Background: an optimization exercise with open tools, aiming at small area, a short achievable clock period and few clock cycles per item. Do not read the settings as production practice.
Where RTL was checked, it was by simulation tests only, not by an equivalence proof against the original.

== the baseline ==
==> flow/design.v <==
package sa_pkg;
    localparam int DATA_W   = 16;    
    localparam int EXP_W    = 8;     
    localparam int MAN_W    = 7;     
    localparam int EXP_BIAS = 127;   
    localparam int EXP_MAX  = 254;   
    typedef union packed {
        logic [DATA_W-1:0] raw;      
        struct packed {
            logic             sign;  
            logic [EXP_W-1:0] exp;   
            logic [MAN_W-1:0] man;   
        } fields;
    } fp_word_u;
endpackage
module fp_mul (
    input  sa_pkg::fp_word_u a_i,
    input  sa_pkg::fp_word_u b_i,
    output sa_pkg::fp_word_u p_o
);
    logic [7:0]  x, y;              
    logic [7:0][15:0] pp;           
    logic [5:0][15:0] s1;           
    logic [3:0][15:0] s2;
    logic [2:0][15:0] s3;
    logic [1:0][15:0] s4;
    logic [15:0] prod;
    logic        top;
    logic [9:0]  e0, e1;            
    logic        bad0, bad1;        
    logic        sign, zero;
    function automatic logic [31:0] csa(input logic [15:0] p, input logic [15:0] q, input logic [15:0] r);
        logic [15:0] s, c;
        s = p ^ q ^ r;
        c = ((p & q) | (p & r) | (q & r)) << 1;
        csa = {c, s};
    endfunction
    always_comb begin
        x = {1'b1, a_i.fields.man};
        y = {1'b1, b_i.fields.man};
        for (int i = 0; i < 8; i++) pp[i] = y[i] ? (16'(x) << i) : 16'd0;
        s1[1:0] = csa(pp[0], pp[1], pp[2]);
        s1[3:2] = csa(pp[3], pp[4], pp[5]);
        s1[4] = pp[6];
        s1[5] = pp[7];
        s2[1:0] = csa(s1[0], s1[1], s1[2]);
        s2[3:2] = csa(s1[3], s1[4], s1[5]);
        s3[1:0] = csa(s2[0], s2[1], s2[2]);
        s3[2] = s2[3];
        s4[1:0] = csa(s3[0], s3[1], s3[2]);
        prod = s4[0] + s4[1];
        top  = prod[15];
        e0 = {2'b00, a_i.fields.exp} + {2'b00, b_i.fields.exp} - 10'd127;
        e1 = {2'b00, a_i.fields.exp} + {2'b00, b_i.fields.exp} - 10'd126;
        bad0 = e0[9] || (e0 == 10'd0) || (e0 > 10'd254);
        bad1 = e1[9] || (e1 == 10'd0) || (e1 > 10'd254);
        sign = a_i.fields.sign ^ b_i.fields.sign;
        zero = (a_i.fields.exp == 8'd0) || (b_i.fields.exp == 8'd0);
        if (zero) begin
            p_o.raw = '0;
        end else if (top ? bad1 : bad0) begin
            p_o.raw = {sign, 8'hFF, 7'h00};
        end else begin
            p_o.raw = {sign, (top ? e1[7:0] : e0[7:0]), (top ? prod[14:8] : prod[13:7])};
        end
    end
endmodule
module fp_add (
    input  sa_pkg::fp_word_u a_i,   
    input  sa_pkg::fp_word_u b_i,   
    output sa_pkg::fp_word_u s_o
);
    logic [7:0] xe, ye;
    logic [6:0] xm, ym;
    logic [2:0] dxy, dyx;           
    logic [8:0] d;                  
    logic       x_big;              
    logic       near;               
    logic [7:0] y_al, x_al;         
    logic [8:0] sx, sy;             
    logic [8:0] s;
    logic [7:0] he;
    always_comb begin
        xe = a_i.fields.exp;  xm = a_i.fields.man;
        ye = b_i.fields.exp;  ym = b_i.fields.man;
        dxy = xe[2:0] - ye[2:0];
        dyx = ye[2:0] - xe[2:0];
        d   = {1'b0, xe} - {1'b0, ye};
        x_big = !d[8];
        near  = (d[8:3] == 6'b000000) || ((d[8:3] == 6'b111111) && (d[2:0] != 3'd0));
        y_al = {1'b1, ym} >> dxy;
        x_al = {1'b1, xm} >> dyx;
        sx = {1'b0, 1'b1, xm} + {1'b0, y_al};
        sy = {1'b0, 1'b1, ym} + {1'b0, x_al};
        s  = x_big ? sx : sy;
        he = x_big ? xe : ye;
        s_o.fields.sign = a_i.fields.sign;
        if (!near) begin
            s_o.fields.exp = he;
            s_o.fields.man = x_big ? xm : ym;
        end else if (s[8]) begin
            s_o.fields.exp = he + 8'd1;
            s_o.fields.man = s[7:1];
        end else begin
            s_o.fields.exp = he;
            s_o.fields.man = s[6:0];
        end
        if ((&xe) || (&ye)) begin
            s_o.raw = '0;
        end else if (a_i.raw == '0) begin
            s_o = b_i;
        end else if (b_i.raw == '0) begin
            s_o = a_i;
        end else if (a_i.fields.sign != b_i.fields.sign) begin
            s_o.raw = '0;
        end
    end
endmodule
module systolic_mm_top #(
    parameter int N = 4                      
) (
    input  logic                          clk,
    input  logic                          reset,    
    input  logic                          load_i,   
    input  logic                          start_i,  
    input  logic [N*N*sa_pkg::DATA_W-1:0] a_i,      
    input  logic [N*N*sa_pkg::DATA_W-1:0] b_i,      
    output logic [N*N*sa_pkg::DATA_W-1:0] c_o,      
    output logic                          done_o    
);
    localparam int W = sa_pkg::DATA_W;
    logic [N-1:0][N-1:0][W-1:0] a_q;         
    logic [N-1:0][N-1:0][W-1:0] b_q;         
    logic [N*N*W-1:0]           p_q;         
    logic [2:0]                 cnt;         
    logic                       step;
    assign step = start_i && !load_i && !done_o;
    always_ff @(posedge clk) begin
        if (load_i) begin
            for (int m = 0; m < N; m++)
                for (int s = 0; s < N; s++) begin
                    a_q[m][s] <= a_i[(m*N+s)*W +: W];
                    b_q[m][s] <= b_i[(s*N+m)*W +: W];
                end
        end else if (step) begin
            for (int m = 0; m < N; m++)
                for (int s = 0; s < N-1; s++) begin
                    a_q[m][s] <= a_q[m][s+1];
                    b_q[m][s] <= b_q[m][s+1];
                end
        end
    end
    always_ff @(posedge clk or negedge reset) begin
        if (!reset) begin
            cnt    <= '0;
            done_o <= 1'b0;
        end else if (load_i) begin
            cnt    <= '0;
            done_o <= 1'b0;
        end else if (step) begin
            cnt    <= cnt + 1'b1;
            done_o <= (cnt == 3'(N));
        end
    end
    for (genvar m = 0; m < N; m++) begin : g_row
        for (genvar k = 0; k < N; k++) begin : g_col
            sa_pkg::fp_word_u prod;
            sa_pkg::fp_word_u sum;
            fp_mul u_mul (.a_i(a_q[m][0]), .b_i(b_q[k][0]), .p_o(prod));
            fp_add u_add (.a_i(c_o[(m*N+k)*W +: W]), .b_i(p_q[(m*N+k)*W +: W]), .s_o(sum));
            always_ff @(posedge clk) begin
                if (load_i) begin
                    p_q[(m*N+k)*W +: W] <= '0;
                    c_o[(m*N+k)*W +: W] <= '0;
                end else if (step) begin
                    p_q[(m*N+k)*W +: W] <= prod.raw;
                    c_o[(m*N+k)*W +: W] <= sum.raw;
                end
            end
        end
    end
endmodule
clock: 14.0 ns
lec_check: 0
cap_margin: 20
core_margin: 2
core_utilization: 40
slew_margin: 20
standard.sh (not shown) runs the stock make flow with config.mk's settings and CLKGATE_MAP_FILE= SYNTH_SCRIPT=/design/flow/synth_recipe.tcl, a recipe that flattens the netlist after the stock synthesis.
==> flow/flow/run.sh <==
#!/bin/bash
set -euo pipefail
SETUP_MARGIN=${SETUP_MARGIN:-9.5}
bash standard.sh SETUP_SLACK_MARGIN=$SETUP_MARGIN finish > make_finish.log 2>&1
Testbench counts of the baseline, summed over its fixed seeds: cycles 2,304, items 384.
> inputs changed (the baseline -> the candidate)
--- a/flow/design.v
+++ b/flow/design.v
@@ -14,23 +14,24 @@
     } fp_word_u;
 endpackage
 module fp_mul (
     input  sa_pkg::fp_word_u a_i,
     input  sa_pkg::fp_word_u b_i,
-    output sa_pkg::fp_word_u p_o
+    output sa_pkg::fp_word_u p_o,
+    output logic             zero_o,
+    output logic             ovf_o
 );
-    logic [7:0]  x, y;              
+    logic [7:0]       x, y;         
     logic [7:0][15:0] pp;           
     logic [5:0][15:0] s1;           
     logic [3:0][15:0] s2;
     logic [2:0][15:0] s3;
     logic [1:0][15:0] s4;
-    logic [15:0] prod;
-    logic        top;
-    logic [9:0]  e0, e1;            
-    logic        bad0, bad1;        
-    logic        sign, zero;
+    logic [15:0]      prod;
+    logic             top;
+    logic [9:0]       e0, e1;       
+    logic             bad0, bad1;   
     function automatic logic [31:0] csa(input logic [15:0] p, input logic [15:0] q, input logic [15:0] r);
         logic [15:0] s, c;
         s = p ^ q ^ r;
         c = ((p & q) | (p & r) | (q & r)) << 1;
         csa = {c, s};
@@ -52,24 +53,22 @@
         top  = prod[15];
         e0 = {2'b00, a_i.fields.exp} + {2'b00, b_i.fields.exp} - 10'd127;
         e1 = {2'b00, a_i.fields.exp} + {2'b00, b_i.fields.exp} - 10'd126;
         bad0 = e0[9] || (e0 == 10'd0) || (e0 > 10'd254);
         bad1 = e1[9] || (e1 == 10'd0) || (e1 > 10'd254);
-        sign = a_i.fields.sign ^ b_i.fields.sign;
-        zero = (a_i.fields.exp == 8'd0) || (b_i.fields.exp == 8'd0);
-        if (zero) begin
-            p_o.raw = '0;
-        end else if (top ? bad1 : bad0) begin
-            p_o.raw = {sign, 8'hFF, 7'h00};
-        end else begin
-            p_o.raw = {sign, (top ? e1[7:0] : e0[7:0]), (top ? prod[14:8] : prod[13:7])};
-        end
+        zero_o = (a_i.fields.exp == 8'd0) || (b_i.fields.exp == 8'd0);
+        ovf_o  = top ? bad1 : bad0;
+        p_o.fields.sign = a_i.fields.sign ^ b_i.fields.sign;
+        p_o.fields.exp  = top ? e1[7:0] : e0[7:0];
+        p_o.fields.man  = top ? prod[14:8] : prod[13:7];
     end
 endmodule
 module fp_add (
-    input  sa_pkg::fp_word_u a_i,   
-    input  sa_pkg::fp_word_u b_i,   
+    input  sa_pkg::fp_word_u a_i,       
+    input  sa_pkg::fp_word_u b_i,       
+    input  logic             b_zero_i,  
+    input  logic             b_ovf_i,   
     output sa_pkg::fp_word_u s_o
 );
     logic [7:0] xe, ye;
     logic [6:0] xm, ym;
     logic [2:0] dxy, dyx;           
@@ -103,15 +102,15 @@
             s_o.fields.man = s[7:1];
         end else begin
             s_o.fields.exp = he;
             s_o.fields.man = s[6:0];
         end
-        if ((&xe) || (&ye)) begin
+        if ((&xe) || (b_ovf_i && !b_zero_i)) begin
             s_o.raw = '0;
         end else if (a_i.raw == '0) begin
-            s_o = b_i;
-        end else if (b_i.raw == '0) begin
+            s_o.raw = b_zero_i ? 16'h0000 : b_i.raw;
+        end else if (b_zero_i) begin
             s_o = a_i;
         end else if (a_i.fields.sign != b_i.fields.sign) begin
             s_o.raw = '0;
         end
     end
@@ -130,10 +129,12 @@
 );
     localparam int W = sa_pkg::DATA_W;
     logic [N-1:0][N-1:0][W-1:0] a_q;         
     logic [N-1:0][N-1:0][W-1:0] b_q;         
     logic [N*N*W-1:0]           p_q;         
+    logic [N*N-1:0]             pz_q;        
+    logic [N*N-1:0]             po_q;
     logic [2:0]                 cnt;         
     logic                       step;
     assign step = start_i && !load_i && !done_o;
     always_ff @(posedge clk) begin
         if (load_i) begin
@@ -163,19 +164,27 @@
         end
     end
     for (genvar m = 0; m < N; m++) begin : g_row
         for (genvar k = 0; k < N; k++) begin : g_col
             sa_pkg::fp_word_u prod;
+            logic             prod_zero;
+            logic             prod_ovf;
             sa_pkg::fp_word_u sum;
-            fp_mul u_mul (.a_i(a_q[m][0]), .b_i(b_q[k][0]), .p_o(prod));
-            fp_add u_add (.a_i(c_o[(m*N+k)*W +: W]), .b_i(p_q[(m*N+k)*W +: W]), .s_o(sum));
+            fp_mul u_mul (.a_i(a_q[m][0]), .b_i(b_q[k][0]), .p_o(prod),
+                          .zero_o(prod_zero), .ovf_o(prod_ovf));
+            fp_add u_add (.a_i(c_o[(m*N+k)*W +: W]), .b_i(p_q[(m*N+k)*W +: W]),
+                          .b_zero_i(pz_q[m*N+k]), .b_ovf_i(po_q[m*N+k]), .s_o(sum));
             always_ff @(posedge clk) begin
                 if (load_i) begin
                     p_q[(m*N+k)*W +: W] <= '0;
+                    pz_q[m*N+k]         <= 1'b0;
+                    po_q[m*N+k]         <= 1'b0;
                     c_o[(m*N+k)*W +: W] <= '0;
                 end else if (step) begin
                     p_q[(m*N+k)*W +: W] <= prod.raw;
+                    pz_q[m*N+k]         <= prod_zero;
+                    po_q[m*N+k]         <= prod_ovf;
                     c_o[(m*N+k)*W +: W] <= sum.raw;
                 end
             end
         end
     end
## What came out
- Relative to the baseline, the storage element area measured on the candidate has increased by a few percent.
- The candidate ended up with po_q[8] as its destination of the critical timing path; the baseline ended up with p_q[89].
- First-pass GRT wire length in the candidate vs the baseline: down 25000 um
- Per the comparison of the candidate with the baseline, flip-flop and latch count increased by about 3% relative to the old numbers, number of logic stages on the critical path including buffering fell 1, area of the mapped netlist has decreased, max-cap violation count flat, worst hold slack rose 0.0050 ns.
- Routed wire length, the candidate vs the baseline: down by a few percent
No functional check of the RTL was part of the candidate.

Starts from the design.v that is shown in full above.
export LEC_CHECK = 0
export CAP_MARGIN = 20
export CORE_MARGIN = 2
export CORE_UTILIZATION = 40
export SLEW_MARGIN = 20
create_clock -name core_clock -period 14.0 [get_ports {clk}]
run.sh (not shown) runs the stock make flow with config.mk's settings and CLKGATE_MAP_FILE= SYNTH_SCRIPT=/design/flow/synth_recipe.tcl, a recipe that flattens the netlist after the stock synthesis.
Stock flow here: none of the scripts above is used.
Testbench counts at the start, summed over its fixed seeds: cycles 2,304, items 384.
Rerun with:
--- a/flow/design.v
+++ b/flow/design.v
@@ -71,41 +71,32 @@
     output sa_pkg::fp_word_u s_o
 );
     logic [7:0] xe, ye;
     logic [6:0] xm, ym;
-    logic [2:0] dxy, dyx;           
-    logic [8:0] d;                  
+    logic [8:0] dxy, dyx;           
     logic       x_big;              
-    logic       near;               
     logic [7:0] y_al, x_al;         
     logic [8:0] sx, sy;             
     logic [8:0] s;
-    logic [7:0] he;
+    logic [7:0] he, he1;
+    logic       special;
     always_comb begin
         xe = a_i.fields.exp;  xm = a_i.fields.man;
         ye = b_i.fields.exp;  ym = b_i.fields.man;
-        dxy = xe[2:0] - ye[2:0];
-        dyx = ye[2:0] - xe[2:0];
-        d   = {1'b0, xe} - {1'b0, ye};
-        x_big = !d[8];
-        near  = (d[8:3] == 6'b000000) || ((d[8:3] == 6'b111111) && (d[2:0] != 3'd0));
-        y_al = {1'b1, ym} >> dxy;
-        x_al = {1'b1, xm} >> dyx;
+        dxy = {1'b0, xe} - {1'b0, ye};
+        dyx = {1'b0, ye} - {1'b0, xe};
+        x_big = a_i.raw[14:0] >= b_i.raw[14:0];
+        y_al = (dxy[7:3] != 5'd0) ? 8'd0 : ({1'b1, ym} >> dxy[2:0]);
+        x_al = (dyx[7:3] != 5'd0) ? 8'd0 : ({1'b1, xm} >> dyx[2:0]);
         sx = {1'b0, 1'b1, xm} + {1'b0, y_al};
         sy = {1'b0, 1'b1, ym} + {1'b0, x_al};
-        s  = x_big ? sx : sy;
-        he = x_big ? xe : ye;
+        s   = x_big ? sx : sy;
+        he  = x_big ? xe : ye;
+        he1 = x_big ? (xe + 8'd1) : (ye + 8'd1);
         s_o.fields.sign = a_i.fields.sign;
-        if (!near) begin
-            s_o.fields.exp = he;
-            s_o.fields.man = x_big ? xm : ym;
-        end else if (s[8]) begin
-            s_o.fields.exp = he + 8'd1;
-            s_o.fields.man = s[7:1];
-        end else begin
-            s_o.fields.exp = he;
-            s_o.fields.man = s[6:0];
-        end
+        s_o.fields.exp  = s[8] ? he1 : he;
+        s_o.fields.man  = s[8] ? s[7:1] : s[6:0];
+        special = 1'b0;
         if ((&xe) || (&ye)) begin
             s_o.raw = '0;
         end else if (a_i.raw == '0) begin
             s_o = b_i;
Outcome:
- design area goes up by a few percent
- die area climbs by a few percent
- synthesized cell count climbs by a little under a tenth
- utilization decreases by 0.38 points
- non-clock buffer count grows by 12
- worst setup slack loses 0.12 ns
- first-iteration DRC count rises by about a fifth
- routed wire length goes up by a little under a tenth
- area after synthesis is higher by a few percent
- final cell count climbs by a few percent
- global-route usage goes up by 0.36 points
- count of clock-buffer cells in the layout falls by 3
- worst hold slack got worse by 0.011 ns
The RTL of the second run of this note was laid out without a check of its function.

==> port drivers added, routing unchanged <==
No port has a modelled driver above. Below, the same layouts with a new extraction and two added sets of constraints. Step 1 assumes that a clkbuf_16 drives the clock port and a buf_2 every other input. Step 2 moves the port delays by t, midway between the first and last clock arrival at a register: inputs arrive t later, outputs are due t later. That takes back most of the time a late clock gives input paths. a / b / c = ideal ports / drivers / drivers and shift; a / b = the first two.
| run | shift t [ns] | setup slack, ns | worst register clock-pin slew, ns |
|---|---|---|---|
| the baseline | 0.945 | 8.340 / 8.340 / 8.340 | 0.08 / 0.08 |
| the candidate | 0.936 | 8.445 / 8.445 / 8.445 | 0.07 / 0.07 |
| the first run of note 2 | 0.928 | 7.474 / 7.474 / 7.139 | 0.07 / 0.07 |
| the second run of note 2 | 0.915 | 7.359 / 7.359 / 6.644 | 0.08 / 0.08 |
After both steps setup and hold are still met in every run listed. The setup slack of the second run of note 2, which loses most, moves by 0.000 ns with the drivers and by -0.715 ns with both steps.
